What follows belongs to an exercise in optimizing a design on an open flow for a short achievable clock period and few clock cycles; a production flow would make more cautious choices. Only simulation tests tie the RTL to the original design; equivalence was not proved. Power and IR drop assume default switching activity.

$ cat config.mk
export PLATFORM = sky130hd
export DESIGN_NAME = mem_region_controller
export DESIGN_NICKNAME = mem_region_controller
export VERILOG_FILES = /design/flow/design.v
export SDC_FILE = /design/flow/constraint.sdc
export NUM_CORES = 4
export LEC_CHECK = 0
export ABC_CLOCK_PERIOD_IN_PS = 2000
export CAP_MARGIN = 20
export CORE_MARGIN = 2
export CORE_UTILIZATION = 60
export CTS_CLUSTER_DIAMETER = 60
export CTS_CLUSTER_SIZE = 30
export SETUP_SLACK_MARGIN = 1.8
export SLEW_MARGIN = 20
$ cat constraint.sdc
create_clock -name core_clock -period 4.0 [get_ports {i_clk}]
set_input_delay 0.8000 -clock core_clock [delete_from_list [all_inputs] [get_ports {i_clk}]]
set_output_delay 0.8000 -clock core_clock [all_outputs]
set_load 0.01 [all_outputs]
$ cat design.v
module mem_region_controller (
    input  logic        i_clk,
    input  logic        i_rst_n,
    input  logic        i_cmd_valid,
    output logic        o_cmd_ready,
    input  logic        i_cmd_we,
    input  logic [19:0] i_cmd_addr,
    input  logic [3:0]  i_cmd_len,
    input  logic [7:0]  i_wr_data,
    input  logic        i_wr_valid,
    output logic        o_wr_ready,
    output logic [7:0]  o_rd_data,
    output logic        o_rd_valid,
    output logic        o_busy,
    output logic        o_done,
    output logic        o_err,
    output logic        o_ext_req,
    output logic        o_ext_we,
    output logic [19:0] o_ext_addr,
    output logic [7:0]  o_ext_wdata,
    input  logic [7:0]  i_ext_rdata,
    input  logic        i_ext_ack
);
    logic        r_rdy;        
    logic        r_dn;         
    logic        r_err;        
    logic        r_iwr;        
    logic        r_iwl;        
    logic        r_strm;       
    logic        r_sw;         
    logic        r_sw1;        
    logic        r_l1ld;       
    logic        r_swgo;       
    logic        r_last;       
    logic [3:0]  r_cnt;        
    logic        r_ext;        
    logic        r_ewe;        
    logic        r_hold;       
    logic        r_el;         
    logic [5:0]  r_tmo;
    logic        r_tmo0;
    logic [19:0] r_eaddr;
    logic [7:0]  r_waddr;
    logic        r_t1;         
    logic        r_t2;         
    logic        r_lw_v;       
    logic        r_oreq;       
    logic        r_ogo;        
    logic        r_orq;        
    logic        r_rd_valid;   
    logic        r_wrdy;       
    logic        r_nd_wv;      
    logic        r_nd_ack;     
    logic        r_dany;       
    logic        r_cnot;       
    logic        r_dn_err;     
    logic        r_erd;        
    logic        r_nhold;      
    logic [7:0]  r_wdata;      
    logic [15:0]   r_hsel;     
    logic [7:0]    r_pa;       
    logic [15:0]   r_b0sel;    
    logic [31:0]   r_bsel;     
    logic [7:0]    r_ba1;      
    logic [7:0]    r_lw_a;     
    logic [7:0]    r_lw_d;
    logic [255:0]  r_L;        
    logic [7:0]    r_rd_data;
    logic [2047:0] mem;
    logic [4:0] c_lo_sum;
    logic       c_int, c_err, c_len0, c_len1;
    assign c_lo_sum = {1'b0, i_cmd_addr[3:0]} + {1'b0, i_cmd_len};
    assign c_int    = (i_cmd_addr[19:8] == 12'd0);
    assign c_err    = c_lo_sum[4] & ((&i_cmd_addr[19:4]) | (c_int & (&i_cmd_addr[7:4])));
    assign c_len0   = (i_cmd_len == 4'd0);
    assign c_len1   = (i_cmd_len == 4'd1);
    assign o_ext_req   = r_oreq | (r_ogo & i_wr_valid);
    assign o_busy      = r_cnot | (r_nd_wv & ~i_wr_valid) | (r_nd_ack & ~i_ext_ack);
    assign o_cmd_ready = ~o_busy;
    assign o_done      = r_dany & ~((r_nd_wv & ~i_wr_valid) | (r_nd_ack & ~i_ext_ack));
    assign o_err       = r_dn_err;
    assign o_wr_ready  = r_wrdy;
    assign o_ext_we    = r_ewe;
    assign o_ext_addr  = r_eaddr;
    assign o_ext_wdata = r_wdata | (i_wr_data & {8{r_nhold}});
    assign o_rd_valid  = r_rd_valid | (r_orq & i_ext_ack);
    assign o_rd_data   = r_rd_data | (i_ext_rdata & {8{r_erd}});
    logic xreq, xfer, accept, fast;
    assign xreq   = r_ext & (~r_ewe | r_hold | i_wr_valid);
    assign xfer   = xreq & i_ext_ack;
    assign accept = i_cmd_valid & (r_rdy | (r_iwl & i_wr_valid) | (r_el & xfer));
    assign fast   = r_t2 & (r_pa == i_cmd_addr[7:0]) & ~((&i_cmd_addr[3:0]) & ~c_len0);
    logic med;
    assign med    = r_t1 & (r_pa == i_cmd_addr[7:0]);
    logic iwr_fire, acc_rd, acc_fast, acc_med, rd_now;
    assign iwr_fire = r_iwr & i_wr_valid;
    assign acc_rd   = accept & c_int & ~i_cmd_we & ~c_err;
    assign acc_fast = acc_rd & fast;
    assign acc_med  = acc_rd & ~fast & med;
    assign rd_now   = acc_fast | r_strm | r_swgo;
    logic        n_rdy, n_dn, n_err, n_iwr, n_iwl, n_strm, n_sw, n_sw1, n_swgo, n_last, n_l1ld;
    logic [3:0]  n_cnt;
    logic        n_ext, n_ewe, n_hold, n_el;
    logic [5:0]  n_tmo;
    logic        n_tmo0;
    logic [19:0] n_eaddr;
    logic [7:0]  n_wdata, n_waddr;
    logic        n_erd;
    always_ff @(posedge i_clk) begin
        for (int i = 0; i < 256; i++) begin
            if (iwr_fire && (r_waddr == 8'(i))) begin
                mem[i*8 +: 8] <= i_wr_data;
            end
        end
    end
    logic [127:0] line_c;
    always_comb begin
        line_c = '0;
        for (int l = 0; l < 16; l++) begin
            line_c = line_c | ({128{r_hsel[l]}} & mem[l*128 +: 128]);
        end
    end
    always_ff @(posedge i_clk) begin
        if (!((r_strm & ~r_last) | r_swgo)) begin
            r_L[127:0] <= line_c;
        end
        if (!r_strm | r_l1ld) begin
            r_L[255:128] <= line_c;
        end
    end
    always_ff @(posedge i_clk) begin
        if (acc_fast | acc_med | r_sw1) begin
            r_hsel <= {r_hsel[14:0], r_hsel[15]};
        end else begin
            for (int l = 0; l < 16; l++) r_hsel[l] <= (i_cmd_addr[7:4] == 4'(l));
        end
        if (!r_sw) begin
            r_pa <= i_cmd_addr[7:0];
        end
        if (!r_sw) begin
            for (int j = 0; j < 16; j++) r_b0sel[j] <= (i_cmd_addr[3:0] == 4'(j));
        end
        if (r_strm & ~r_last) begin
            r_bsel <= {r_bsel[30:0], 1'b0};
            r_ba1  <= r_ba1 + 8'd1;
        end else if (!r_sw) begin
            for (int j = 0; j < 32; j++) r_bsel[j] <= (j >= 1) && (j <= 16) && (i_cmd_addr[3:0] == 4'(j - 1));
            r_ba1  <= i_cmd_addr[7:0] + 8'd1;
        end
        if (iwr_fire) begin
            r_lw_a <= r_waddr;
            r_lw_d <= i_wr_data;
        end
    end
    logic [7:0] byte0_c, bytes_c, byte_c, ba_c, rdata_c;
    always_comb begin
        byte0_c = 8'd0;
        for (int j = 0; j < 16; j++) byte0_c = byte0_c | ({8{r_b0sel[j]}} & r_L[j*8 +: 8]);
        bytes_c = 8'd0;
        for (int j = 0; j < 32; j++) bytes_c = bytes_c | ({8{r_bsel[j]}} & r_L[j*8 +: 8]);
    end
    assign byte_c  = r_strm ? bytes_c : byte0_c;
    assign ba_c    = r_strm ? r_ba1 : r_pa;
    assign rdata_c = (iwr_fire && (r_waddr == r_pa)) ? i_wr_data :
                     (r_lw_v && (r_lw_a == ba_c))    ? r_lw_d    : byte_c;
    always_ff @(posedge i_clk) begin
        r_rd_data <= n_erd ? 8'd0 : rdata_c;
    end
    always_ff @(posedge i_clk or negedge i_rst_n) begin
        if (!i_rst_n) begin
            r_t1   <= 1'b0;
            r_t2   <= 1'b0;
            r_lw_v <= 1'b0;
        end else begin
            if (iwr_fire) r_lw_v <= 1'b1;
            r_t1 <= i_cmd_valid & ~accept & ~r_sw;
            r_t2 <= r_t1 & i_cmd_valid & ~accept & ~r_sw & ~(r_strm & ~r_last) &
                    (r_pa == i_cmd_addr[7:0]);
        end
    end
    always_comb begin
        n_rdy   = r_rdy;
        n_dn    = 1'b0;
        n_err   = r_err;
        n_iwr   = r_iwr;
        n_iwl   = r_iwl;
        n_strm  = r_strm;
        n_sw    = r_sw;
        n_sw1   = 1'b0;
        n_swgo  = 1'b0;
        n_l1ld  = 1'b0;
        n_last  = r_last;
        n_cnt   = r_cnt;
        n_ext   = r_ext;
        n_ewe   = r_ewe;
        n_hold  = r_hold;
        n_el    = r_el;
        n_tmo   = r_tmo;
        n_tmo0  = r_tmo0;
        n_eaddr = r_eaddr;
        n_wdata = r_wdata;
        n_waddr = r_waddr;
        n_erd   = r_erd;
        if (accept) begin
            n_err   = c_err;
            n_iwr   = 1'b0;
            n_iwl   = 1'b0;
            n_strm  = 1'b0;
            n_sw    = 1'b0;
            n_ext   = 1'b0;
            n_ewe   = 1'b0;
            n_hold  = 1'b0;
            n_el    = 1'b0;
            n_erd   = 1'b0;
            n_rdy   = 1'b0;
            n_cnt   = i_cmd_len;
            n_last  = c_len0;
            n_eaddr = i_cmd_addr;
            n_waddr = i_cmd_addr[7:0];
            n_wdata = 8'd0;
            n_tmo   = 6'd63;
            n_tmo0  = 1'b0;
            if (c_err) begin
                n_dn  = 1'b1;
                n_rdy = 1'b1;
            end else if (c_int) begin
                if (i_cmd_we) begin
                    n_iwr = 1'b1;
                    n_iwl = c_len0;
                end else if (fast) begin
                    n_cnt  = i_cmd_len - 4'd1;
                    n_last = c_len1;
                    if (c_len0) begin
                        n_dn  = 1'b1;
                        n_rdy = 1'b1;
                    end else begin
                        n_strm = 1'b1;
                        n_l1ld = 1'b1;
                    end
                end else if (med) begin
                    n_sw   = 1'b1;
                    n_swgo = 1'b1;
                end else begin
                    n_sw  = 1'b1;
                    n_sw1 = 1'b1;
                end
            end else begin
                n_ext = 1'b1;
                n_ewe = i_cmd_we;
                n_erd = ~i_cmd_we;
                n_el  = c_len0;
            end
        end else begin
            if (iwr_fire) begin
                n_waddr = r_waddr + 8'd1;
                n_cnt   = r_cnt - 4'd1;
                n_iwl   = (r_cnt == 4'd1);
                if (r_iwl) begin
                    n_iwr = 1'b0;
                    n_rdy = 1'b1;
                end
            end
            if (r_sw) begin
                if (r_swgo) begin
                    n_sw   = 1'b0;
                    n_cnt  = r_cnt - 4'd1;
                    n_last = (r_cnt == 4'd1);
                    if (r_last) begin
                        n_dn  = 1'b1;
                        n_rdy = 1'b1;
                    end else begin
                        n_strm = 1'b1;
                    end
                end else begin
                    n_swgo = 1'b1;
                end
            end
            if (r_strm) begin
                n_cnt  = r_cnt - 4'd1;
                n_last = (r_cnt == 4'd1);
                if (r_last) begin
                    n_strm = 1'b0;
                    n_dn   = 1'b1;
                    n_rdy  = 1'b1;
                end
            end
            if (xfer) begin
                n_eaddr = r_eaddr + 20'd1;
                n_cnt   = r_cnt - 4'd1;
                n_el    = (r_cnt == 4'd1);
                n_tmo   = 6'd63;
                n_tmo0  = 1'b0;
                n_hold  = 1'b0;
                n_wdata = 8'd0;
                if (r_el) begin
                    n_ext = 1'b0;
                    n_rdy = 1'b1;
                end
            end else if (r_ext & (~r_ewe | r_hold)) begin
                if (r_tmo0) begin
                    n_ext   = 1'b0;
                    n_hold  = 1'b0;
                    n_el    = 1'b0;
                    n_wdata = 8'd0;
                    n_dn    = 1'b1;
                    n_err   = 1'b1;
                    n_rdy   = 1'b1;
                end else begin
                    n_tmo  = r_tmo - 6'd1;
                    n_tmo0 = (r_tmo == 6'd1);
                end
            end else if (r_ext & i_wr_valid) begin
                n_hold  = 1'b1;
                n_wdata = i_wr_data;
                n_tmo   = 6'd62;
                n_tmo0  = 1'b0;
            end
        end
    end
    always_ff @(posedge i_clk) begin
        r_ewe   <= n_ewe;
        r_eaddr <= n_eaddr;
        r_wdata <= n_wdata;
        r_erd   <= n_erd;
        r_nhold <= ~n_hold;
    end
    always_ff @(posedge i_clk or negedge i_rst_n) begin
        if (!i_rst_n) begin
            r_rdy      <= 1'b1;
            r_dn       <= 1'b0;
            r_err      <= 1'b0;
            r_iwr      <= 1'b0;
            r_iwl      <= 1'b0;
            r_strm     <= 1'b0;
            r_sw       <= 1'b0;
            r_sw1      <= 1'b0;
            r_swgo     <= 1'b0;
            r_l1ld     <= 1'b0;
            r_last     <= 1'b0;
            r_cnt      <= 4'd0;
            r_ext      <= 1'b0;
            r_hold     <= 1'b0;
            r_el       <= 1'b0;
            r_tmo      <= 6'd0;
            r_tmo0     <= 1'b0;
            r_waddr    <= 8'd0;
            r_oreq     <= 1'b0;
            r_ogo      <= 1'b0;
            r_orq      <= 1'b0;
            r_rd_valid <= 1'b0;
            r_wrdy     <= 1'b0;
            r_nd_wv    <= 1'b0;
            r_nd_ack   <= 1'b0;
            r_dany     <= 1'b0;
            r_cnot     <= 1'b0;
            r_dn_err   <= 1'b0;
        end else begin
            r_rdy      <= n_rdy;
            r_dn       <= n_dn;
            r_err      <= n_err;
            r_iwr      <= n_iwr;
            r_iwl      <= n_iwl;
            r_strm     <= n_strm;
            r_sw       <= n_sw;
            r_sw1      <= n_sw1;
            r_swgo     <= n_swgo;
            r_l1ld     <= n_l1ld;
            r_last     <= n_last;
            r_cnt      <= n_cnt;
            r_ext      <= n_ext;
            r_hold     <= n_hold;
            r_el       <= n_el;
            r_tmo      <= n_tmo;
            r_tmo0     <= n_tmo0;
            r_waddr    <= n_waddr;
            r_oreq     <= n_ext & (~n_ewe | n_hold);
            r_ogo      <= n_ext & n_ewe & ~n_hold;
            r_orq      <= n_ext & ~n_ewe;
            r_rd_valid <= rd_now;
            r_wrdy     <= n_iwr | (n_ext & n_ewe & ~n_hold);
            r_nd_wv    <= n_iwl | (n_el & n_ewe & ~n_hold);
            r_nd_ack   <= n_el;
            r_dany     <= n_dn | n_iwl | n_el;
            r_cnot     <= ~(n_rdy | n_iwl | n_el);
            r_dn_err   <= n_dn & n_err;
        end
    end
endmodule
$ cat flow/run.sh
#!/bin/bash
# Standard layout (the standard.sh: standard synthesis, ORFS place/CTS/route),
# with the port buffers that placement inserts made plain buffers (buf_8) instead
# of the library's default pick; every input and output port still gets its own
# buffer. The make output goes to run_standard.log in this folder.
set -euo pipefail
export BUFFER_PORTS_ARGS="-buffer_cell sky130_fd_sc_hd__buf_8"
bash standard.sh finish > run_standard.log 2>&1
$ cat standard.sh
#!/bin/bash
# synth_recipe.tcl (not shown) runs the flow's synth.tcl, then flattens the netlist and writes it again
# the make line also repeats each setting of config.mk as NAME=value (left out here)
make -C /OpenROAD-flow-scripts/flow DESIGN_CONFIG=/design/flow/config.mk WORK_HOME=/design/flow/orfs CLKGATE_MAP_FILE= SYNTH_SCRIPT=/design/flow/synth_recipe.tcl "${@:-finish}"
==> summary.md, run 1 <==
| Metric | Value |
|---|---|
| Status | timing/DRC/antenna clean |
| Worst slew margin | 31.7% |
| CTS Buf Count | 144 |
| WP data arrival | 3310 ps |
| CP dominant cell by count | buf_6 |
| Largest net degree at the start of global routing | 137 |
| Worst hold path class | in2reg |
| DIE HEIGHT | 396 um |
| CTS tree | yes |
| Worst slew pin tran | 1020 ps |
| Synth-to-Final Area Change | 17.2% |
| Ys flop type | edfxtp_1 |
| Power Total | 53.5 mW |
| Grt total ovfl | 0 |
| Hold Startpoint | i_cmd_addr[5] |
| Final period utilization | 64.4% |
| Vias per cell | 7.30 |
| TritonRoute pass-1 iters | 9 |
| Synth top area share | 78.4% |
| Die X | 396 um |
| Row cnt | 143 |
| Finished Core Util | 70.9% |
| DRC | 0 |
| Post-Synth Simple-Gate Area | 4.24% |
| Worst setup path startpoint | r_el |
| # clock sinks | 2,482 |
| Place WS | 574 ps |
| Max-cap viol count | 0 |
| First-pass GRT wire length | 427,000 um |
| Setup CP Type | reg2reg |
| Seq cells post-synth | 2,482 |
| Clock buffer depth | 3 |
| GP Congestion | 1.01 |
| Fin. Hold Viols | 0 |
| Most common cell in the netlist | edfxtp_1 |
| Combinational family with the most area after synthesis | compound AO/OA/AOI/OAI gates |
| Fraction of layout cells with a size suffix above 1 | 22.9% |
| Leak Pwr | 35.1 nW |
| Clock transition at path regs | 80 ps |
| Slew Limit Fails | 0 |
| Min cycle time layout | 2580 ps |
| Worst skew pair latency | 820 ps |
| Power density cells | 496 nW/um^2 |
| Adder-cell share of the synthesized area | 0.204% |
| Startpoint Class | register |
| EDFF count, synth | 2,403 |
| H-tree depth | 4 |
| Seq/Total Area, Yosys | 80.4% |
| Max IR drop VDD | 0.471 mV |
| Wire per inst | 40.5 um |
| Crit-path max FO | 3 |
| Root Driver | clkbuf_16 |
| Top delay family on crit path | buffers and inverters |
| All-layer global routing usage | 39.6% |
| Max incr delay on CP | 380 ps |
| Asr flop ratio synth | 1.77% |
| Final worst slack | 1420 ps |
| FMAX | 388 MHz |
| Initial Util | 60.5% |
| FILL cells | 9,513 |
| Fin Setup TNS | 0 ps |
| Syn Inst Count | 5,117 |
| Xor/xnor cell area share of the yosys netlist | 0.581% |
| CP Buf/Inv Count | 13 |
| Antenna-violating nets left | 0 |
| Register Area | 74,000 um^2 |
| Vias in the first global route | 52,800 |
| Worst-path cell chain | inv_2 -> buf_4 -> buf_6 -> buf_6 -> buf_6 -> buf_6 -> buf_6 -> buf_6 -> buf_6 -> buf_6 -> buf_6 -> buf_6 -> buf_6 -> a31o_4 -> mux2_4 -> a2bb2oi_4 -> nand2_2 -> or3_1 |
| Port bufs | 89 |
| Post-synthesis mux area share | 0.683% |
| Synth Cell Area | 92,000 um^2 |
| Slowest stage cell, crit path | dfrtp_1 |
| Req. time, crit path | 4730 ps |
| Placeable core area | 152,000 um^2 |
| Synth area leaders | edfxtp_1 78%, a221oi_1 5.2%, a22o_1 5.2% |
| Syn. warnings | 1 |
| Reg2reg start | r_el |
| Synth top cells by count | 2,403 x edfxtp_1, 544 x a221oi_1, 544 x a22o_1 |
| Nets | 5,659 |
| DR iter-0 viols | 9,177 |
| Fraction of the mapped netlist area in compound gates | 12.3% |
| Post-Syn Area per Cell | 18.0 um^2 |
| Endpoints failing setup | 0 |
| RSZ-0062 raised after global routing | yes |
| Multi-input logic area | 18,600 um^2 |
| Via Count | 56,700 |
| CP endpoint kind | register |
| Worst clock skew | 49.7 ps |
| Die area | 156,000 um^2 |
| Yosys cell types | 75 |
| Drt total wl | 314,000 um |
| Initial antenna violation count | 16 |
| Leading area contributor after synthesis | edfxtp_1 |
| Post-synthesis net count | 5,178 |
| Io pins | 90 |
| HPWL Detailed | 190,000 um |
==> placed cells by master (no fill, tap or decap), types with 11 or more instances in the layout <==
cell type | Yosys | final
nor2_2 | 0 | 18
inv_6 | 0 | 25
inv_1 | 27 | 23
a21oi_1 | 54 | 50
xnor2_1 | 29 | 29
clkinvlp_4 | 0 | 13
mux2_4 | 9 | 17
nor2_1 | 296 | 135
clkinv_8 | 0 | 20
a22oi_1 | 104 | 99
a221oi_2 | 1 | 46
buf_4 | 2 | 441
o21ai_0 | 28 | 26
and2_2 | 0 | 11
mux2i_1 | 29 | 26
buf_8 | 0 | 88
dfrtp_1 | 43 | 33
and2_1 | 38 | 25
edfxtp_1 | 2403 | 2403
diode_2 | 0 | 15
nor3_1 | 22 | 17
buf_12 | 1 | 106
a21o_1 | 23 | 21
nand2_1 | 127 | 109
dfxtp_4 | 0 | 18
nand3_1 | 67 | 59
dfxtp_1 | 35 | 16
a22o_1 | 544 | 544
xor2_1 | 32 | 31
nor2_4 | 0 | 143
ha_1 | 15 | 11
buf_6 | 2 | 33
nor4_1 | 15 | 15
nand4_1 | 146 | 146
a221oi_1 | 544 | 499
clkbuf_16 | 0 | 152
inv_8 | 0 | 13
==> layer usage <==
metal | part of all wire (%) | vias to the layer above | global-route usage (%) | wire (um)
met5 | 0.015 | - | 0 | 46
met4 | 5.2 | 6 | 16.9 | 16300
met3 | 13 | 705 | 9.73 | 42200
met2 | 45 | 4314 | 58.5 | 141000
met1 | 37 | 29200 | 57.0 | 115000
li1 | - | 22400 | - | -
==> worst paths after layout <==
check                           slack [ps]         end  cells past startpoint
worst min register to register         460       r_sw1                      1
min in group asynchronous              500  r_waddr[2]                      2
worst min-delay path                   250     r_pa[5]                      1
worst max-delay path                  1420      r_dany                     18
worst max register to register        1420      r_dany                     18
max in group asynchronous             3180       r_rdy                      2
==> stage by stage <==
step | cells | hold slack, ps | cell area (um^2)
floorplan | 5117 | 417 | 92800
global placement | 7192 | 436 | 98100
detailed placement | 7192 | 439 | 98100
CTS | 7694 | 202 | 107000
global route | 7745 | 228 | 108000
finish | 7760 | 250 | 108000
==> sequential cells by signal, summed over array words and instances (netlist names), 16 cells and up <==
name     cells
r_b0sel     16
r_eaddr     20
r_L        256
r_hsel      16
r_bsel      31
mem       2048
==> final cells by class <==
| type | instances | area share [%] |
|---|---|---|
| diodes | 15 | 0.0348 |
| clock buffers | 158 | 3.55 |
| clock inverters | 105 | 1.17 |
| inverters | 30 | 0.104 |
| multi-input cells | 2262 | 17.2 |
| flip-flops and latches | 2482 | 68.7 |
| well taps | 2030 | 2.36 |
| repair buffers | 678 | 6.86 |
==> worst reg2reg max path: stages (launching register included) <==
cell and delay (ps):
dfrtp_1 380, inv_2 60, buf_4 130, buf_6 100
buf_6 100, buf_6 100, buf_6 100, buf_6 100
buf_6 100, buf_6 100, buf_6 100, buf_6 110
buf_6 110, buf_6 100, a31o_4 200, mux2_4 270
a2bb2oi_4 150, nand2_2 110, or3_1 100
==> cells by family after synthesis <==
kind of cell,count (synthesis)
multiplexers,56
flip-flops,2482
adder cells (fa/ha/maj),15
XOR/XNOR,61
AO/OA/AOI/OAI,1342
buffers and inverters,374
AND/OR/NAND/NOR,787
==> power by group <==
| part | internal [mW] | total, mW | switching, mW |
|---|---|---|---|
| sequential | 29.3 | 30.0 | 0.769 |
| clock | 7.85 | 17.1 | 9.22 |
| combinational | 2.30 | 6.37 | 4.07 |
==> timing repair <==
item	in CTS	in global routing
hold buffers	1	0
pin swaps	109	27
hold endpoints to repair	43	0
setup endpoints to repair	2460	758
setup buffers	236	49
resized for setup	273	97
gates cloned	2	1
Testbench counts, summed over its fixed seeds: cycles 42,198.
==> inputs of run 2 (changes only) <==
--- a/design.v
+++ b/design.v
@@ -378,8 +378,8 @@
             r_orq      <= n_ext & ~n_ewe;
             r_rd_valid <= rd_now;
             r_wrdy     <= n_iwr | (n_ext & n_ewe & ~n_hold);
-            r_nd_wv    <= n_iwl | (n_el & n_ewe & ~n_hold);
-            r_nd_ack   <= n_el;
+            r_nd_wv    <= n_iwl | (n_el & n_ewe & ~n_hold) | ~(n_rdy | n_iwl | n_el);
+            r_nd_ack   <= n_el | ~(n_rdy | n_iwl);
             r_dany     <= n_dn | n_iwl | n_el;
             r_cnot     <= ~(n_rdy | n_iwl | n_el);
             r_dn_err   <= n_dn & n_err;
==> run 2 against run 1 <==
  * Combinational power is 4.2% higher
  * Cell count is 0.55% higher
  * Highest routed layer unchanged
  * Sequential power hardly changed
  * Clock power is essentially flat
  * Non-clock buffer count is 63 higher
  * Via count increased by 0.48%
  * Sequential share of layout area fell by 0.30 points
  * First-iteration DRC count increased by 13%
  * Global-route usage increased by 0.47 points
  * Register-to-register slack improved by 260 ps
  * Critical path depth is 13 lower
==> summary.md, run 2 <==
| Metric | Value |
|---|---|
| Worst hold path class | in2reg (unchanged) |
| Worst slew pin tran | 1020 ps (about the same) |
| DRC | 0 (unchanged) |
| Worst clock skew | 68.3 ps (was 49.7 ps) |
| Slew Limit Fails | 0 (unchanged) |
| CP Capture Point | o_cmd_ready (was r_dany) |
| TritonRoute pass-1 iters | 7 (was 9) |
| Reg2reg start | r_b0sel[10] (was r_el) |
| Synth-to-Final Area Change | 17.6% (was 17.2%) |
| Post-synthesis net count | 5,161 (was 5,178) |
| Max incr delay on CP | 380 ps (about the same) |
| CP endpoint kind | output pin (was register) |
| H-tree depth | 4 (unchanged) |
| Largest register FFs | 2,048 (unchanged) |
| Drt total wl | 318,000 um (was 314,000 um) |
| GP Congestion | 1.00 (was 1.01) |
| Synth area leaders | edfxtp_1 78%, a221oi_1 5.2%, a22o_1 5.2% (unchanged) |
| Fin Setup TNS | 0 ps (unchanged) |
| DIE HEIGHT | 396 um (about the same) |
| CTS tree | yes (unchanged) |
| Synth top area share | 78.3% (was 78.4%) |
| Req. time, crit path | 3200 ps (was 4730 ps) |
| Setup CP Type | reg2out (was reg2reg) |
| CP dominant cell by count | inv_2 (was buf_6) |
| Port bufs | 89 (unchanged) |
| Status | timing/DRC/antenna clean (unchanged) |
| Largest registers | mem: 2048 flops, r_L: 256 flops, r_bsel: 31 flops (unchanged) |
| Die X | 396 um (about the same) |
| All-layer global routing usage | 40.1% (was 39.6%) |
| Asr flop ratio synth | 1.81% (was 1.77%) |
| Leak Pwr | 35.3 nW (was 35.1 nW) |
| Worst slew margin | 32.0% (was 31.7%) |
| Worst setup path startpoint | r_nd_wv (was r_el) |
| Seq/Total Area, Yosys | 80.3% (was 80.4%) |
| Finished Layout Cells | 7,803 (was 7,760) |
| Inst Count DP | 7,182 (was 7,192) |
| Final worst slack | 1500 ps (was 1420 ps) |
| Fin. Hold Viols | 0 (unchanged) |
| Power Total | 53.8 mW (was 53.5 mW) |
| Power density cells | 497 nW/um^2 (was 496 nW/um^2) |
| Place WS | 751 ps (was 574 ps) |
| EDFF count, synth | 2,403 (unchanged) |
| Grt total ovfl | 0 (unchanged) |
| RSZ-0062 raised after global routing | yes (unchanged) |
| Startpoint Class | register (unchanged) |
| Post-Syn Area per Cell | 18.1 um^2 (was 18.0 um^2) |
| Most frequent cells in the layout | 2,403 x edfxtp_1, 544 x a22o_1, 523 x buf_4 (was 2,403 x edfxtp_1, 544 x a22o_1, 499 x a221oi_1) |
| Synth Cell Area | 92,100 um^2 (was 92,000 um^2) |
| Max IR drop VDD | 0.535 mV (was 0.471 mV) |
| R2r endpoint | r_rd_data[1] (was r_dany) |
| Register name with the most flops | mem (unchanged) |
| Min cycle time layout | 2500 ps (was 2580 ps) |
| Most common cell in the netlist | edfxtp_1 (unchanged) |
| Final period utilization | 62.5% (was 64.4%) |
| Clock buffer depth | 3 (unchanged) |
| Antenna-violating nets left | 0 (unchanged) |
| Largest net degree at the start of global routing | 141 (was 137) |
| HPWL Detailed | 190,000 um (about the same) |
| Syn Inst Count | 5,100 (was 5,117) |
| Via Count | 57,000 (was 56,700) |
| Max-cap viol count | 0 (unchanged) |
| FMAX | 400 MHz (was 388 MHz) |
| WP data arrival | 1700 ps (was 3310 ps) |
| Root Driver | clkbuf_16 (unchanged) |
| Die area | 157,000 um^2 (was 156,000 um^2) |
| Synth top cells by count | 2,403 x edfxtp_1, 544 x a221oi_1, 544 x a22o_1 (unchanged) |
| Initial Util | 60.5% (about the same) |
| Worst hold margin | 203 ps (was 250 ps) |
| Ys flop type | edfxtp_1 (unchanged) |
| Top delay family on crit path | flip-flops (was buffers and inverters) |
| Vias per cell | 7.30 (about the same) |
| Worst-path cell chain | inv_2 -> o22ai_2 -> or2_4 -> inv_2 -> buf_8 (was inv_2 -> buf_4 -> buf_6 -> buf_6 -> buf_6 -> buf_6 -> buf_6 -> buf_6 -> buf_6 -> buf_6 -> buf_6 -> buf_6 -> buf_6 -> a31o_4 -> mux2_4 -> a2bb2oi_4 -> nand2_2 -> or3_1) |
| Flop-to-flop setup slack | 1680 ps (was 1420 ps) |
| CTS Buf Count | 144 (unchanged) |
| CP Buf/Inv Count | 3 (was 13) |
| First-pass GRT wire length | 432,000 um (was 427,000 um) |
| Commonest non-fill, non-tap cell in the layout | edfxtp_1 (unchanged) |
| Vias in the first global route | 53,400 (was 52,800) |
| Syn. warnings | 1 (unchanged) |
| # clock sinks | 2,483 (was 2,482) |
| Endpoints failing setup | 0 (unchanged) |
| Clock transition at path regs | 80 ps (about the same) |
| Placeable core area | 152,000 um^2 (about the same) |
| Wire per inst | 40.7 um (was 40.5 um) |
| Worst skew pair latency | 840 ps (was 820 ps) |
| DR iter-0 viols | 10,400 (was 9,177) |
| Crit-path max FO | 2 (was 3) |
| Leading area contributor after synthesis | edfxtp_1 (unchanged) |
| Initial antenna violation count | 19 (was 16) |
| Row cnt | 143 (unchanged) |
| Nets | 5,709 (was 5,659) |
| Yosys cell types | 74 (was 75) |
| Fraction of layout cells with a size suffix above 1 | 24.2% (was 22.9%) |
| Seq cells post-synth | 2,483 (was 2,482) |
| Crit path depth | 5 (was 18) |
| R2R cell count | 7 (was 18) |
| Slowest stage cell, crit path | dfrtp_1 (unchanged) |
| Io pins | 90 (unchanged) |
[run 2: cell types whose count changed in the layout (fill, tap and decap cells not counted), sizes merged, moves of 6 or more]
cell,delta
a21oi,-25
nor2,+15
a211oi,+10
nand4,+7
nand3,-19
or3,-6
inv,-12
buf,+63
diode,-6
a22oi,+9
[run 2: routing by layer]
layer | up-vias | routed length (um) | global-route usage [%]
li1 | 22500 | - | -
met1 | 29100 | 112000 | 56.5
met2 | 4538 | 141000 | 59.8
met3 | 762 | 45200 | 10.3
met4 | 11 | 19400 | 17.8
met5 | - | 138 | 0
[run 2: area by class of cell]
cell class,instances,area (um^2)
sequential,2483,74100
fill,9410,43900
multi-input combinational,2255,18700
timing repair buffer,741,7760
clock buffer,158,3750
tap,2030,2540
clock inverter,104,1320
inverter,22,108
antenna,9,22.5
timing repair inverter,1,5.00
[run 2: power by group]
part	total, mW	switching (mW)	internal (mW)	leakage, nW
combinational	6.64	4.18	2.46	9.74
clock	17.1	9.15	7.95	2.45
sequential	30.1	0.752	29.3	23.1
total	53.8	14.1	39.7	35.3
[run 2: stage by stage]
stage | instance area, um^2 | utilization, %
3_5_place_dp | 97900 | 64.3
4_1_cts | 107000 | 70.4
3_3_place_gp | 97900 | 64.3
6_report | 108000 | 71.1
2_1_floorplan | 92800 | -
5_1_grt | 108000 | 71.1
[run 2: worst min path at each step]
stage	slack, ps	start	end	cells past startpoint
2_1_floorplan	420	r_waddr[6]	r_lw_a[6]	0
3_3_place_gp	470	r_t1	r_sw1	1
3_5_place_dp	480	r_t1	r_sw1	1
4_1_cts	160	i_cmd_we	r_orq	2
5_1_grt	190	i_cmd_we	r_orq	2
6_report	200	i_cmd_we	r_orq	2
[run 2: worst register-to-register path: cells and delay by family (launching register included)]
family	cells	cell delay, ps
AOI/OAI and AO/OA	4	1010
and+or+nand+nor	1	150
buffers and inverters	1	220
DFF	1	550
muxes	1	220
[run 2: cell families (layout without fill, tap and decap cells)]
| family | after synthesis | in the layout | synth area share (%) |
|---|---|---|---|
| flops | 2483 | 2483 | 80.3 |
| compound gates | 1336 | 1336 | 12.3 |
| simple gates | 785 | 788 | 4.20 |
| buf+inv | 365 | 1026 | 1.78 |
| xor+xnor | 61 | 61 | 0.580 |
| mux | 55 | 55 | 0.674 |
| fa+ha+maj | 15 | 15 | 0.204 |
| other cells | 0 | 9 | 0 |
[run 2: timing repair]
action                                  4_1_cts  5_1_grt
endpoints found under the setup margin     2394     1075
cloned                                        4        2
setup buffers                               283       60
resized for setup                           308       83
pin swaps                                   123       31
endpoints found under the hold margin        44        0
hold buffers                                  1        0
Testbench counts of run 2, summed over its fixed seeds: cycles 42,198.
==> inputs of run 3 (changes only) <==
--- a/config.mk
+++ b/config.mk
@@ -11,5 +11,5 @@
 export CORE_UTILIZATION = 60
 export CTS_CLUSTER_DIAMETER = 60
 export CTS_CLUSTER_SIZE = 30
-export SETUP_SLACK_MARGIN = 1.8
+export SETUP_SLACK_MARGIN = 2.0
 export SLEW_MARGIN = 20
==> run 3 against run 2 <==
  * Core utilization up 2.6 points
  * Via count increased by 1.6%
  * Clock skew fell by 18 ps
  * Still clean
  * Synthesized area did not move
  * Register-to-register slack worse by 170 ps
  * Combinational power up 12%
  * Critical endpoint unchanged
  * Sequential share of layout area fell by 2.4 points
  * Synthesized cell count is the same
  * Global-route usage increased by 0.63 points
  * Design area is 3.6% higher
  * Highest routed layer unchanged
  * Critical path depth did not move
  * Critical path type unchanged
  * Wire length is 2.9% higher
==> summary.md, run 3 <==
| Metric | Value |
|---|---|
| Row cnt | 143 (unchanged) |
| Port bufs | 89 (unchanged) |
| H-tree depth | 4 (unchanged) |
| FMAX | 401 MHz (was 400 MHz) |
| Placeable core area | 152,000 um^2 (unchanged) |
| WHS Path Cells | 2 (unchanged) |
| Most frequent cells in the layout | 2,403 x edfxtp_1, 542 x a22o_1, 503 x buf_4 (was 2,403 x edfxtp_1, 544 x a22o_1, 523 x buf_4) |
| CTS Buf Count | 144 (unchanged) |
| Hold Path End | r_orq (unchanged) |
| Register name with the most flops | mem (unchanged) |
| Worst hold path class | in2reg (unchanged) |
| Worst skew pair latency | 820 ps (was 840 ps) |
| R2r endpoint | mem[1895] (was r_rd_data[1]) |
| Leading area contributor after synthesis | edfxtp_1 (unchanged) |
| Endpoints failing setup | 0 (unchanged) |
| Drt total wl | 327,000 um (was 318,000 um) |
| Initial antenna violation count | 23 (was 19) |
| Ys flop type | edfxtp_1 (unchanged) |
| Fin. Hold Viols | 0 (unchanged) |
| HPWL Detailed | 187,000 um (was 190,000 um) |
| Post-Syn Area per Cell | 18.1 um^2 (unchanged) |
| Antenna-violating nets left | 0 (unchanged) |
| Flop-to-flop setup slack | 1510 ps (was 1680 ps) |
| Die area | 157,000 um^2 (unchanged) |
| Wire per inst | 41.3 um (was 40.7 um) |
| CP endpoint kind | output pin (unchanged) |
| Vias in the first global route | 54,300 (was 53,400) |
| Register Area | 74,100 um^2 (about the same) |
| Min cycle time layout | 2490 ps (was 2500 ps) |
| Fin Setup TNS | 0 ps (unchanged) |
| Clock buffer depth | 3 (unchanged) |
| WP data arrival | 1690 ps (was 1700 ps) |
| Hold Startpoint | i_cmd_we (unchanged) |
| Synth Cell Area | 92,100 um^2 (unchanged) |
| Clock transition at path regs | 70 ps (was 80 ps) |
| # clock sinks | 2,483 (unchanged) |
| Root Driver | clkbuf_16 (unchanged) |
| Worst clock skew | 49.9 ps (was 68.3 ps) |
| Commonest non-fill, non-tap cell in the layout | edfxtp_1 (unchanged) |
| Final period utilization | 62.3% (was 62.5%) |
| FILL cells | 9,071 (was 9,410) |
| CTS tree | yes (unchanged) |
| Yosys cell types | 74 (unchanged) |
| Largest registers | mem: 2048 flops, r_L: 256 flops, r_bsel: 31 flops (unchanged) |
| EDFF count, synth | 2,403 (unchanged) |
| Multi-input logic area | 20,600 um^2 (was 18,700 um^2) |
| Max-cap viol count | 0 (unchanged) |
| All-layer global routing usage | 40.7% (was 40.1%) |
| Status | timing/DRC/antenna clean (unchanged) |
| Initial Util | 60.5% (unchanged) |
| Crit-path max FO | 2 (unchanged) |
| Grt total ovfl | 0 (unchanged) |
| Leak Pwr | 36.8 nW (was 35.3 nW) |
| DIE HEIGHT | 396 um (unchanged) |
| Largest net degree at the start of global routing | 129 (was 141) |
| Nets | 5,825 (was 5,709) |
| Startpoint Class | register (unchanged) |
| Fraction of layout cells with a size suffix above 1 | 29.5% (was 24.2%) |
| DRC | 0 (unchanged) |
| Syn Inst Count | 5,100 (unchanged) |
| Setup CP Type | reg2out (unchanged) |
| Asr flop ratio synth | 1.81% (unchanged) |
| Largest register FFs | 2,048 (unchanged) |
| Vias per cell | 7.31 (was 7.30) |
| DR iter-0 viols | 9,743 (was 10,400) |
| Io pins | 90 (unchanged) |
| Most common cell in the netlist | edfxtp_1 (unchanged) |
| Seq cells post-synth | 2,483 (unchanged) |
| Synth top cells by count | 2,403 x edfxtp_1, 544 x a221oi_1, 544 x a22o_1 (unchanged) |
| Design Area, Final | 112,000 um^2 (was 108,000 um^2) |
| First-pass GRT wire length | 438,000 um (was 432,000 um) |
| Post-synthesis net count | 5,161 (unchanged) |
| TritonRoute pass-1 iters | 8 (was 7) |
| Placed Area | 97,200 um^2 (was 97,900 um^2) |
| Max IR drop VDD | 0.509 mV (was 0.535 mV) |
| Worst slew margin | 27.1% (was 32.0%) |
| Syn. warnings | 1 (unchanged) |
| Synth top area share | 78.3% (unchanged) |
| Power density cells | 485 nW/um^2 (was 497 nW/um^2) |
| GP Congestion | 1.03 (was 1.00) |
| RSZ-0062 raised after global routing | yes (unchanged) |
| R2R cell count | 6 (was 7) |
| Synth-to-Final Area Change | 21.8% (was 17.6%) |
| Req. time, crit path | 3200 ps (about the same) |
| Power Total | 54.5 mW (was 53.8 mW) |
| Synth area leaders | edfxtp_1 78%, a221oi_1 5.2%, a22o_1 5.2% (unchanged) |
| Reg2reg start | r_waddr[2] (was r_b0sel[10]) |
| Via Count | 57,900 (was 57,000) |
| Worst slew pin tran | 1090 ps (was 1020 ps) |
| Die X | 396 um (unchanged) |
| Seq/Total Area, Yosys | 80.3% (unchanged) |
| Slew Limit Fails | 0 (unchanged) |
==> run 3: cell counts after synthesis <==
Identical to the previous run, type by type.
==> run 3: per-stage QoR <==
stage | utilization, % | hold slack, ps | cells | setup slack [ps]
6_report | 73.7 | 241 | 7921 | 1510
5_1_grt | 73.7 | 220 | 7912 | 1450
4_1_cts | 72.0 | 206 | 7792 | 1450
3_5_place_dp | 63.9 | 475 | 7104 | 879
3_3_place_gp | 63.9 | 480 | 7104 | 898
2_1_floorplan | - | 420 | 5100 | 578
==> run 3: how the worst max path moves through the flow <==
stage               startpoint          end  slack [ps]  cells after the start
detailed placement  i_wr_valid    mem[1778]         880                      4
finish                 r_nd_wv  o_cmd_ready        1510                      5
CTS                   r_nd_ack  o_cmd_ready        1450                      5
floorplan               r_strm       r_L[0]         580                      6
global route           r_nd_wv  o_cmd_ready        1450                      5
global placement    i_wr_valid    mem[1780]         900                      4
==> run 3: where the power goes <==
part,switching [mW],internal [mW]
combinational,4.54,2.90
sequential,0.715,29.3
clock,9.12,7.92
total,14.4,40.1
==> run 3: what timing repair did <==
item                                    4_1_cts  5_1_grt
hold endpoints to repair                     44        0
resized for setup                           610      257
cloned                                        8       17
hold buffers                                  1        0
endpoints found under the setup margin     2509     2125
pin swaps                                   229      118
setup buffers                               415      102
==> run 3: cell type report <==
cell class / count / area share [%]
flip-flops and latches: 2483 / 66.0
multi-input cells: 2258 / 18.3
repair buffers: 855 / 8.80
clock buffers: 156 / 3.36
well taps: 2030 / 2.26
clock inverters: 108 / 1.13
inverters: 22 / 0.101
diodes: 9 / 0.0201
==> run 3: logic make-up after synthesis <==
| kind of cell | Yosys count | synth area share (%) |
|---|---|---|
| compound gates | 1336 | 12.3 |
| xor+xnor | 61 | 0.580 |
| fa+ha+maj | 15 | 0.204 |
| buf+inv | 365 | 1.78 |
| flops | 2483 | 80.3 |
| mux | 55 | 0.674 |
| simple gates | 785 | 4.20 |
==> run 3: worst max-delay path: stages (launching register included) <==
cell     delay, ps
dfrtp_1        360
inv_1           70
o22ai_2         70
or2_4          260
inv_2           70
buf_8           90
==> run 3: per-layer routing <==
metal  vias up  global-route usage (%)  wire, um
met2      4500                    59.9    146000
met1     29800                    57.0    116000
li1      22800                       -         -
met5         -                       0       122
met4        18                    18.5     17800
met3       777                    11.8     47500
==> inputs of run 4 (changes only) <==
--- a/design.v
+++ b/design.v
@@ -51,8 +51,13 @@
     logic        r_wrdy;       
     logic        r_nd_wv;      
     logic        r_nd_ack;     
-    logic        r_dany;       
     logic        r_cnot;       
+    logic        r_c_rdy;      
+    logic        r_c_nwv;      
+    logic        r_c_nack;     
+    logic        r_dany;       
+    logic        r_d_nwv;      
+    logic        r_d_nack;     
     logic        r_dn_err;     
     logic        r_erd;        
     logic        r_nhold;      
@@ -76,15 +81,15 @@
     assign c_len1   = (i_cmd_len == 4'd1);
     assign o_ext_req   = r_oreq | (r_ogo & i_wr_valid);
     assign o_busy      = r_cnot | (r_nd_wv & ~i_wr_valid) | (r_nd_ack & ~i_ext_ack);
-    assign o_cmd_ready = ~o_busy;
-    assign o_done      = r_dany & ~((r_nd_wv & ~i_wr_valid) | (r_nd_ack & ~i_ext_ack));
+    assign o_cmd_ready = ~r_c_rdy & (i_wr_valid | ~r_c_nwv) & (i_ext_ack | ~r_c_nack);
+    assign o_done      = r_dany & (i_wr_valid | r_d_nwv) & (i_ext_ack | r_d_nack);
     assign o_err       = r_dn_err;
     assign o_wr_ready  = r_wrdy;
     assign o_ext_we    = r_ewe;
     assign o_ext_addr  = r_eaddr;
-    assign o_ext_wdata = r_wdata | (i_wr_data & {8{r_nhold}});
+    assign o_ext_wdata = r_wdata | (i_wr_data & {{4{r_ogo}}, {4{r_nhold}}});
     assign o_rd_valid  = r_rd_valid | (r_orq & i_ext_ack);
-    assign o_rd_data   = r_rd_data | (i_ext_rdata & {8{r_erd}});
+    assign o_rd_data   = r_rd_data | (i_ext_rdata & {{4{r_orq}}, {4{r_erd}}});
     logic xreq, xfer, accept, fast;
     assign xreq   = r_ext & (~r_ewe | r_hold | i_wr_valid);
     assign xfer   = xreq & i_ext_ack;
@@ -351,8 +356,13 @@
             r_wrdy     <= 1'b0;
             r_nd_wv    <= 1'b0;
             r_nd_ack   <= 1'b0;
-            r_dany     <= 1'b0;
             r_cnot     <= 1'b0;
+            r_c_rdy    <= 1'b0;
+            r_c_nwv    <= 1'b0;
+            r_c_nack   <= 1'b0;
+            r_dany     <= 1'b0;
+            r_d_nwv    <= 1'b0;
+            r_d_nack   <= 1'b0;
             r_dn_err   <= 1'b0;
         end else begin
             r_rdy      <= n_rdy;
@@ -380,8 +390,13 @@
             r_wrdy     <= n_iwr | (n_ext & n_ewe & ~n_hold);
             r_nd_wv    <= n_iwl | (n_el & n_ewe & ~n_hold) | ~(n_rdy | n_iwl | n_el);
             r_nd_ack   <= n_el | ~(n_rdy | n_iwl);
-            r_dany     <= n_dn | n_iwl | n_el;
             r_cnot     <= ~(n_rdy | n_iwl | n_el);
+            r_c_rdy    <= ~(n_rdy | n_iwl | n_el);
+            r_c_nwv    <= ~(n_rdy | (n_el & ~(n_ewe & ~n_hold)));
+            r_c_nack   <= ~(n_rdy | n_iwl);
+            r_dany     <= n_dn | n_iwl | n_el;
+            r_d_nwv    <= n_dn | (n_el & ~(n_ewe & ~n_hold));
+            r_d_nack   <= n_dn | n_iwl;
             r_dn_err   <= n_dn & n_err;
         end
     end
==> run.sh (new file) <==
#!/bin/bash
# synth_recipe.tcl (not shown) runs the flow's synth.tcl, then flattens the netlist and writes it again
# the make line also repeats each setting of config.mk as NAME=value (left out here)
make -C /OpenROAD-flow-scripts/flow DESIGN_CONFIG=/design/flow/config.mk WORK_HOME=/design/flow/orfs CLKGATE_MAP_FILE= SYNTH_SCRIPT=/design/flow/synth_recipe.tcl finish
--- a/config.mk
+++ b/config.mk
@@ -11,5 +11,5 @@
 export CORE_UTILIZATION = 60
 export CTS_CLUSTER_DIAMETER = 60
 export CTS_CLUSTER_SIZE = 30
-export SETUP_SLACK_MARGIN = 2.0
+export SETUP_SLACK_MARGIN = 1.8
 export SLEW_MARGIN = 20
removed: flow/run.sh
removed: standard.sh
==> run 4 against run 3 <==
  * Power decreased by 0.99%
  * Largest cell class unchanged
  * Still clean on timing, DRC and antenna
  * Core utilization shrank 2.7 points
  * Synthesized area is 0.13% lower
  * Global-route usage fell by 1.3 points
  * Synthesized cell count rose by 0.37%
  * Clock power rose by 4%
  * Critical endpoint is now o_ext_req
  * Register-to-register slack improved by 210 ps
  * Cell count shrank 0.42%
==> summary.md, run 4 <==
| Metric | Value |
|---|---|
| Status | timing/DRC/antenna clean (unchanged) |
| Int Pwr | 39.7 mW (was 40.1 mW) |
| Min cycle time layout | 2580 ps (was 2490 ps) |
| Die X | 396 um (about the same) |
| Asr flop ratio synth | 1.97% (was 1.81%) |
| Switching power share of the total | 26.5% (was 26.4%) |
| FMAX | 388 MHz (was 401 MHz) |
| Grt total ovfl | 0 (unchanged) |
| Crit-path max FO | 3 (was 2) |
| Vias per cell | 7.23 (was 7.31) |
| Synth-to-Final Area Change | 17.4% (was 21.8%) |
| Root Driver | clkbuf_16 (unchanged) |
| All-layer global routing usage | 39.4% (was 40.7%) |
| Setup CP Type | reg2out (unchanged) |
| RSZ-0062 raised after global routing | yes (unchanged) |
| Synth top area share | 78.4% (was 78.3%) |
| Sw power | 14.3 mW (was 14.4 mW) |
| Req. time, crit path | 3200 ps (about the same) |
| Clock power share | 32.7% (was 31.3%) |
| Register name with the most flops | mem (unchanged) |
| Wire per inst | 39.6 um (was 41.3 um) |
| Leading area contributor after synthesis | edfxtp_1 (unchanged) |
| Vias in the first global route | 53,600 (was 54,300) |
| Syn. warnings | 1 (unchanged) |
| CP dominant cell by count | buf_6 |
| H-tree depth | 4 (unchanged) |
| Worst slew pin tran | 1150 ps (was 1090 ps) |
| Fin. Hold Viols | 0 (unchanged) |
| Fraction of layout cells with a size suffix above 1 | 23.8% (was 29.5%) |
| Synth top cells by count | 2,403 x edfxtp_1, 545 x a221oi_1, 544 x a22o_1 (was 2,403 x edfxtp_1, 544 x a221oi_1, 544 x a22o_1) |
| TritonRoute pass-1 iters | 9 (was 8) |
| Slowest stage cell, crit path | dfrtp_2 (was dfrtp_1) |
| # clock sinks | 2,487 (was 2,483) |
| Largest registers | mem: 2048 flops, r_L: 256 flops, r_bsel: 31 flops (unchanged) |
| DR iter-0 viols | 9,562 (was 9,743) |
| CP endpoint kind | output pin (unchanged) |
| Combinational group share of total power | 11.4% (was 13.6%) |
| Final period utilization | 64.4% (was 62.3%) |
| Die area | 157,000 um^2 (about the same) |
| Post-synthesis net count | 5,180 (was 5,161) |
| Io pins | 90 (unchanged) |
| Placeable core area | 152,000 um^2 (about the same) |
| HPWL Detailed | 191,000 um (was 187,000 um) |
| Finished Core Util | 71.0% (was 73.7%) |
| Max IR drop VDD | 0.566 mV (was 0.509 mV) |
| Most frequent cells in the layout | 2,403 x edfxtp_1, 607 x buf_4, 544 x a22o_1 (was 2,403 x edfxtp_1, 542 x a22o_1, 503 x buf_4) |
| Nets | 5,793 (was 5,825) |
| Commonest non-fill, non-tap cell in the layout | edfxtp_1 (unchanged) |
| Synth area leaders | edfxtp_1 78%, a221oi_1 5.2%, a22o_1 5.2% (unchanged) |
| Startpoint Class | register (unchanged) |
| WP data arrival | 1780 ps (was 1690 ps) |
| Initial antenna violation count | 26 (was 23) |
| GP Congestion | 0.995 (was 1.03) |
| Port bufs | 89 (unchanged) |
| Flop-to-flop setup slack | 1720 ps (was 1510 ps) |
| EDFF count, synth | 2,403 (unchanged) |
| Row cnt | 143 (unchanged) |
| Power Total | 53.9 mW (was 54.5 mW) |
| Max incr delay on CP | 470 ps (was 360 ps) |
| Clock buffer depth | 3 (unchanged) |
| Endpoints failing setup | 0 (unchanged) |
| R2r endpoint | r_L[135] (was mem[1895]) |
| Leak Pwr | 35.7 nW (was 36.8 nW) |
| Yosys cell types | 64 (was 74) |
| DRC | 0 (unchanged) |
| Syn Inst Count | 5,119 (was 5,100) |
| Worst skew pair latency | 820 ps (about the same) |
| Seq cells post-synth | 2,487 (was 2,483) |
| Largest net degree at the start of global routing | 171 (was 129) |
| FILL cells | 9,644 (was 9,071) |
| Seq/Total Area, Yosys | 80.5% (was 80.3%) |
| CTS Buf Count | 146 (was 144) |
| Clock transition at path regs | 90 ps (was 70 ps) |
| Ys flop type | edfxtp_1 (unchanged) |
| Post-Syn Area per Cell | 18.0 um^2 (was 18.1 um^2) |
| Worst slew margin | 23.2% (was 27.1%) |
| Max-cap viol count | 0 (unchanged) |
| Design Area, Final | 108,000 um^2 (was 112,000 um^2) |
| R2R cell count | 4 (was 6) |
| CTS tree | yes (unchanged) |
| Placed Area | 98,400 um^2 (was 97,200 um^2) |
| Synth Cell Area | 92,000 um^2 (was 92,100 um^2) |
| Initial Util | 60.5% (about the same) |
| Power density cells | 499 nW/um^2 (was 485 nW/um^2) |
| Fin Setup TNS | 0 ps (unchanged) |
| Sequential Power Share | 55.8% (was 55.1%) |
| DIE HEIGHT | 396 um (about the same) |
| First-pass GRT wire length | 427,000 um (was 438,000 um) |
| Largest register FFs | 2,048 (unchanged) |
| Reg2reg start | r_hsel[2] (was r_waddr[2]) |
| Drt total wl | 312,000 um (was 327,000 um) |
| Most common cell in the netlist | edfxtp_1 (unchanged) |
| Antenna-violating nets left | 0 (unchanged) |
| Worst hold path class | in2async (was in2reg) |
| Via Count | 57,000 (was 57,900) |
| Worst clock skew | 37.4 ps (was 49.9 ps) |
| Worst-path cell chain | buf_6 -> buf_6 -> a21o_1 -> buf_2 (was inv_1 -> o22ai_2 -> or2_4 -> inv_2 -> buf_8) |
| Slew Limit Fails | 0 (unchanged) |
[run 4: cell families after synthesis]
logic type      count (synthesis)  synth area share, %
fa+ha+maj                      15                0.204
flops                        2487                 80.5
mux                            52                0.610
buf+inv                       362                 1.51
simple gates                  787                 4.17
xor+xnor                       64                0.609
compound gates               1352                 12.4
[run 4: how the worst max path moves through the flow]
stage / from / end / slack [ps] / cells past startpoint
5_1_grt: r_ogo / o_ext_req / 1370 / 4
3_5_place_dp: i_wr_valid / mem[1717] / 380 / 8
4_1_cts: r_c_nwv / o_cmd_ready / 1350 / 2
3_3_place_gp: i_wr_valid / mem[1718] / 490 / 8
2_1_floorplan: r_strm / r_L[0] / 710 / 5
6_report: r_ogo / o_ext_req / 1420 / 4
[run 4: layer usage]
layer  vias to the layer above  part of all wire, %  track usage, %
li1                      22700                    -               -
met1                     29300                   37            56.7
met2                      4366                   45            58.1
met3                       608                   14            10.4
met4                        26                  4.5            16.0
met5                         -                0.057               0
[run 4: per-stage QoR]
stage	hold slack [ps]	instances	setup slack, ps
2_1_floorplan	418	5119	707
3_3_place_gp	431	7310	485
3_5_place_dp	435	7310	384
4_1_cts	98.6	7823	1350
5_1_grt	137	7884	1370
6_report	109	7888	1420
[run 4: worst max-delay path: cells and delay by family (launching register included)]
family	cells	cell delay (ps)
AO/OA/AOI/OAI	1	140
buffers and inverters	3	380
flip-flops	1	470
[run 4: final cells by class]
type                    count  area [um^2]  share of cell area (%)
flip-flops and latches   2487        74200                    68.6
multi-input cells        2271        18500                    17.1
repair buffers            805         7410                    6.86
clock inverters           110         1480                    1.37
inverters                  21         83.8                  0.0776
diodes                      4         10.0                 0.00926
clock buffers             160         3900                    3.61
well taps                2030         2540                    2.35
[run 4: power groups by stage]
| stage | clock, mW | combinational (mW) | sequential (mW) |
|---|---|---|---|
| finish | 17.7 | 6.17 | 30.1 |
| global route | 18.6 | 6.31 | 30.1 |
| CTS | 17.7 | 5.59 | 30.1 |
| detailed placement | 0 | 4.81 | 30.8 |
| global placement | 0 | 4.77 | 30.8 |
| floorplan | 0 | 1.98 | 30.3 |
[run 4: what timing repair did]
item                       in CTS  in global routing
setup endpoints to repair    2383               1101
gates resized for setup       412                141
pin swaps                     103                 49
cloned                          1                  2
hold buffers                    0                  0
buffers inserted              242                 59
Testbench counts of run 4, summed over its fixed seeds: cycles 42,198.
==> inputs of run 5 (changes only) <==
--- a/design.v
+++ b/design.v
@@ -142,7 +142,9 @@
         if (!r_sw) begin
             r_pa <= i_cmd_addr[7:0];
         end
-        if (!r_sw) begin
+        if (n_strm) begin
+            r_b0sel <= 16'd0;
+        end else if (!r_sw) begin
             for (int j = 0; j < 16; j++) r_b0sel[j] <= (i_cmd_addr[3:0] == 4'(j));
         end
         if (r_strm & ~r_last) begin
@@ -157,17 +159,18 @@
             r_lw_d <= i_wr_data;
         end
     end
-    logic [7:0] byte0_c, bytes_c, byte_c, ba_c, rdata_c;
+    logic [7:0] byte0_c, bytes_c, byte_c, rdata_c;
     always_comb begin
         byte0_c = 8'd0;
         for (int j = 0; j < 16; j++) byte0_c = byte0_c | ({8{r_b0sel[j]}} & r_L[j*8 +: 8]);
         bytes_c = 8'd0;
         for (int j = 0; j < 32; j++) bytes_c = bytes_c | ({8{r_bsel[j]}} & r_L[j*8 +: 8]);
     end
-    assign byte_c  = r_strm ? bytes_c : byte0_c;
-    assign ba_c    = r_strm ? r_ba1 : r_pa;
+    logic lw_hit;
+    assign byte_c  = byte0_c | (bytes_c & {8{r_strm}});
+    assign lw_hit  = r_lw_v & (r_strm ? (r_lw_a == r_ba1) : (r_lw_a == r_pa));
     assign rdata_c = (iwr_fire && (r_waddr == r_pa)) ? i_wr_data :
-                     (r_lw_v && (r_lw_a == ba_c))    ? r_lw_d    : byte_c;
+                     lw_hit                          ? r_lw_d    : byte_c;
     always_ff @(posedge i_clk) begin
         r_rd_data <= n_erd ? 8'd0 : rdata_c;
     end
==> flow/run.sh (new file) <==
#!/bin/bash
# Standard layout (the standard.sh: standard synthesis, ORFS place/CTS/route),
# with the port buffers that placement inserts made plain buffers (buf_8) instead
# of the library's default pick; every input and output port still gets its own
# buffer. The make output goes to run_standard.log in this folder.
set -euo pipefail
export BUFFER_PORTS_ARGS="-buffer_cell sky130_fd_sc_hd__buf_8"
bash standard.sh finish > run_standard.log 2>&1
==> standard.sh (new file) <==
#!/bin/bash
# synth_recipe.tcl (not shown) runs the flow's synth.tcl, then flattens the netlist and writes it again
# the make line also repeats each setting of config.mk as NAME=value (left out here)
make -C /OpenROAD-flow-scripts/flow DESIGN_CONFIG=/design/flow/config.mk WORK_HOME=/design/flow/orfs CLKGATE_MAP_FILE= SYNTH_SCRIPT=/design/flow/synth_recipe.tcl "${@:-finish}"
removed: run.sh
==> run 5 against run 4 <==
  * Still clean
  * Register-to-register slack got worse by 240 ps
  * Flip-flop and latch count stayed put
  * Wire length grew 1.5%
  * Count of clock-buffer cells in the layout shrank 1
  * Hold slack better by 140 ps
  * Synthesized area hardly changed
  * Die area barely moved
  * Sequential share of layout area down 0.49 points
  * Clock power about the same
  * Global-route usage increased by 0.33 points
  * Synthesized cell count is 0.51% higher
  * Design area is 0.50% higher
  * Largest cell class unchanged
==> summary.md, run 5 <==
| Metric | Value |
|---|---|
| Status | timing/DRC/antenna clean (unchanged) |
| All-layer global routing usage | 39.8% (was 39.4%) |
| HPWL Detailed | 191,000 um (about the same) |
| Slowest stage cell, crit path | o41ai_4 (was dfrtp_2) |
| Clock buffer depth | 3 (unchanged) |
| DR top layer | met5 (unchanged) |
| Adder-cell share of the synthesized area | 0.204% (about the same) |
| Inst Count DP | 7,197 (was 7,310) |
| Min cycle time layout | 2520 ps (was 2580 ps) |
| Ys flop type | edfxtp_1 (unchanged) |
| Sw power | 14.2 mW (was 14.3 mW) |
| Slew Limit Fails | 0 (unchanged) |
| Leading area contributor after synthesis | edfxtp_1 (unchanged) |
| Seq cells post-synth | 2,487 (unchanged) |
| Initial antenna violation count | 18 (was 26) |
| Most common cell in the netlist | edfxtp_1 (unchanged) |
| Req. time, crit path | 4660 ps (was 3200 ps) |
| Clock transition at path regs | 90 ps (about the same) |
| Largest register FFs | 2,048 (unchanged) |
| Switching power share of the total | 26.5% (about the same) |
| EDFF count, synth | 2,387 (was 2,403) |
| Setup CP Type | reg2reg (was reg2out) |
| Top delay family on crit path | compound AO/OA/AOI/OAI gates (was flip-flops) |
| Crit-path max FO | 9 (was 3) |
| CP Buf/Inv Count | 0 (was 3) |
| CP endpoint kind | register (was output pin) |
| Post-Syn Area per Cell | 17.9 um^2 (was 18.0 um^2) |
| Combinational group share of total power | 11.6% (was 11.4%) |
| Int Pwr | 39.5 mW (was 39.7 mW) |
| Syn. warnings | 1 (unchanged) |
| Register Area | 74,000 um^2 (was 74,200 um^2) |
| Placeable core area | 152,000 um^2 (unchanged) |
| Post-Synth Simple-Gate Area | 4.12% (was 4.17%) |
| TritonRoute pass-1 iters | 6 (was 9) |
| CTS Buf Count | 147 (was 146) |
| Largest net degree at the start of global routing | 169 (was 171) |
| Die area | 156,000 um^2 (was 157,000 um^2) |
| Worst slew margin | 31.3% (was 23.2%) |
| Max IR drop VDD | 0.552 mV (was 0.566 mV) |
| DRC | 0 (unchanged) |
| Most frequent cells in the layout | 2,387 x edfxtp_1, 552 x a22o_1, 500 x a221oi_1 (was 2,403 x edfxtp_1, 607 x buf_4, 544 x a22o_1) |
| Initial Util | 60.5% (about the same) |
| DR iter-0 viols | 10,300 (was 9,562) |
| Commonest non-fill, non-tap cell in the layout | edfxtp_1 (unchanged) |
| Sequential Power Share | 56.0% (was 55.8%) |
| Synth area leaders | edfxtp_1 78%, a22o_1 5.3%, a221oi_1 5.2% (was edfxtp_1 78%, a221oi_1 5.2%, a22o_1 5.2%) |
| Worst clock skew | 46.4 ps (was 37.4 ps) |
| Fraction of the mapped netlist area in compound gates | 12.7% (was 12.4%) |
| Largest registers | mem: 2048 flops, r_L: 256 flops, r_bsel: 31 flops (unchanged) |
| Design Area, Final | 109,000 um^2 (was 108,000 um^2) |
| H-tree depth | 4 (unchanged) |
| Fraction of layout cells with a size suffix above 1 | 23.7% (was 23.8%) |
| RSZ-0062 raised after global routing | yes (unchanged) |
| Max incr delay on CP | 600 ps (was 470 ps) |
| Worst skew pair latency | 840 ps (was 820 ps) |
| Final period utilization | 63.1% (was 64.4%) |
| Nets | 5,729 (was 5,793) |
| Vias per cell | 7.33 (was 7.23) |
| FMAX | 396 MHz (was 388 MHz) |
| GP Congestion | 1.04 (was 0.995) |
| Grt total ovfl | 0 (unchanged) |
| Drt total wl | 317,000 um (was 312,000 um) |
| Total length of routed met3 wires | 44,300 um (was 42,700 um) |
| Port bufs | 89 (unchanged) |
| DIE HEIGHT | 396 um (about the same) |
| Power density cells | 495 nW/um^2 (was 499 nW/um^2) |
| Multi-input logic area | 19,000 um^2 (was 18,500 um^2) |
| WP data arrival | 3190 ps (was 1780 ps) |
| Post-synthesis net count | 5,206 (was 5,180) |
| Synth Cell Area | 92,000 um^2 (about the same) |
| Xor/xnor cell area share of the yosys netlist | 0.608% (was 0.609%) |
| Asr flop ratio synth | 1.97% (unchanged) |
| Met2 Wirelength | 141,000 um (was 140,000 um) |
| Leak Pwr | 35.4 nW (was 35.7 nW) |
| Post-synthesis mux area share | 0.445% (was 0.610%) |
| Synth-to-Final Area Change | 18.0% (was 17.4%) |
| Synth top cells by count | 2,387 x edfxtp_1, 552 x a22o_1, 550 x a221oi_1 (was 2,403 x edfxtp_1, 545 x a221oi_1, 544 x a22o_1) |
| Finished Layout Cells | 7,834 (was 7,888) |
| Startpoint Class | register (unchanged) |
| First-pass GRT wire length | 429,000 um (was 427,000 um) |
| Synth top area share | 77.9% (was 78.4%) |
| Placed Area | 98,000 um^2 (was 98,400 um^2) |
| Max-cap viol count | 0 (unchanged) |
| Fin. Hold Viols | 0 (unchanged) |
| Worst hold margin | 247 ps (was 109 ps) |
| Register name with the most flops | mem (unchanged) |
| Flop-to-flop setup slack | 1480 ps (was 1720 ps) |
| CTS tree | yes (unchanged) |
| Vias in the first global route | 53,200 (was 53,600) |
| Clock power share | 32.3% (was 32.7%) |
| Worst hold path class | in2reg (was in2async) |
| Fin Setup TNS | 0 ps (unchanged) |
| Io pins | 90 (unchanged) |
| FILL cells | 9,534 (was 9,644) |
| Wire per inst | 40.5 um (was 39.6 um) |
| Endpoints failing setup | 0 (unchanged) |
| # clock sinks | 2,487 (unchanged) |
| DRT met1 WL | 116,000 um (was 115,000 um) |
| Finished Core Util | 71.4% (was 71.0%) |
| Yosys cell types | 81 (was 64) |
| Antenna-violating nets left | 0 (unchanged) |
| Row cnt | 143 (unchanged) |
| Seq/Total Area, Yosys | 80.4% (was 80.5%) |
| Syn Inst Count | 5,145 (was 5,119) |
| Root Driver | clkbuf_16 (unchanged) |
| Via Count | 57,400 (was 57,000) |
| Die X | 396 um (about the same) |
| Worst slew pin tran | 1030 ps (was 1150 ps) |
| Worst-path cell chain | a22o_1 -> a221oi_1 -> nand3_1 -> o41ai_4 -> o21ai_0 (was buf_6 -> buf_6 -> a21o_1 -> buf_2) |
| Combinational family with the most area after synthesis | compound AO/OA/AOI/OAI gates (unchanged) |
-- run 5: what timing repair did --
item,CTS,global route
pin swaps,133,41
gates resized for setup,301,112
buffers inserted,277,71
gates cloned,1,2
endpoints found under the setup margin,2488,883
hold endpoints to repair,48,0
hold buffers,1,0
-- run 5: power by group through the flow --
stage          logic [mW]  clock network, mW  registers (mW)
2_1_floorplan        2.00                  0            30.2
3_3_place_gp         4.75                  0            30.7
3_5_place_dp         4.79                  0            30.7
4_1_cts              5.80               17.4            30.1
5_1_grt              6.40               18.3            30.1
6_report             6.26               17.4            30.1
-- run 5: final cells by class --
type,instances,share of cell area (%)
antenna,13,0.0300
timing repair buffer,725,7.07
multi-input combinational,2281,17.5
clock inverter,113,1.31
sequential,2487,68.2
tap,2030,2.34
clock buffer,159,3.51
inverter,26,0.113
-- run 5: worst paths after layout --
path / start / to / cells after the start
max: r_b0sel[14] / r_rd_data[4] / 5
max in group asynchronous: i_rst_n / r_waddr[6] / 2
min: i_cmd_addr[6] / r_pa[6] / 1
min in group asynchronous: i_rst_n / r_tmo[4] / 2
min reg2reg: r_wdata[5] / r_wdata[5] / 2
max reg2reg: r_b0sel[14] / r_rd_data[4] / 5
-- run 5: logic make-up after synthesis --
group | after synthesis
XOR/XNOR | 63
AND/OR/NAND/NOR | 787
multiplexers | 35
adder cells (fa/ha/maj) | 15
AO/OA/AOI/OAI | 1381
flip-flops | 2487
buffers and inverters | 377
-- run 5: stage by stage --
step | total power [mW] | setup slack [ps]
2_1_floorplan | 32.2 | 601
3_3_place_gp | 35.5 | 766
3_5_place_dp | 35.5 | 740
4_1_cts | 53.3 | 1490
5_1_grt | 54.8 | 1480
6_report | 53.8 | 1480
-- run 5: metal layers --
metal / GRT usage (%) / up-vias
li1: - / 22700
met1: 57.1 / 29600
met2: 58.2 / 4418
met3: 10.6 / 727
met4: 16.7 / 14
met5: 0 / -
Testbench counts of run 5, summed over its fixed seeds: cycles 42,198.

-- port drivers added, routing unchanged --
No port has a modelled driver above. Below, the same layouts with a new extraction and two added sets of constraints.
Step 1 (the two cells are an assumption about what drives the block):
set clk [get_ports {i_clk}]
set_driving_cell -lib_cell sky130_fd_sc_hd__clkbuf_16 $clk
set_driving_cell -lib_cell sky130_fd_sc_hd__buf_2 [delete_from_list [all_inputs] $clk]
Step 2 moves the port delays by t, midway between the first and last clock arrival at a register: inputs arrive t later, outputs are due t later. That takes back most of the time a late clock gives input paths.
a / b / c = no drivers / after step 1 / after step 2; a / b = the first two.
run | t, ns | slack for setup (ns) | hold slack, ns
run 1 | 0.887 | 1.424 / 1.354 / 1.120 | 0.250 / 0.220 / 0.458
run 2 | 0.895 | 1.499 / 1.409 / 1.196 | 0.203 / 0.177 / 0.498
run 3 | 0.883 | 1.507 / 1.416 / 1.141 | 0.241 / 0.214 / 0.506
run 4 | 0.887 | 1.425 / 1.334 / 0.979 | 0.109 / 0.044 / 0.481
run 5 | 0.897 | 1.478 / 1.444 / 1.033 | 0.247 / 0.238 / 0.508
After both steps every run listed still meets setup and hold. The setup slack of run 4, which loses most, moves by -0.091 ns with the drivers and by -0.446 ns with both steps.
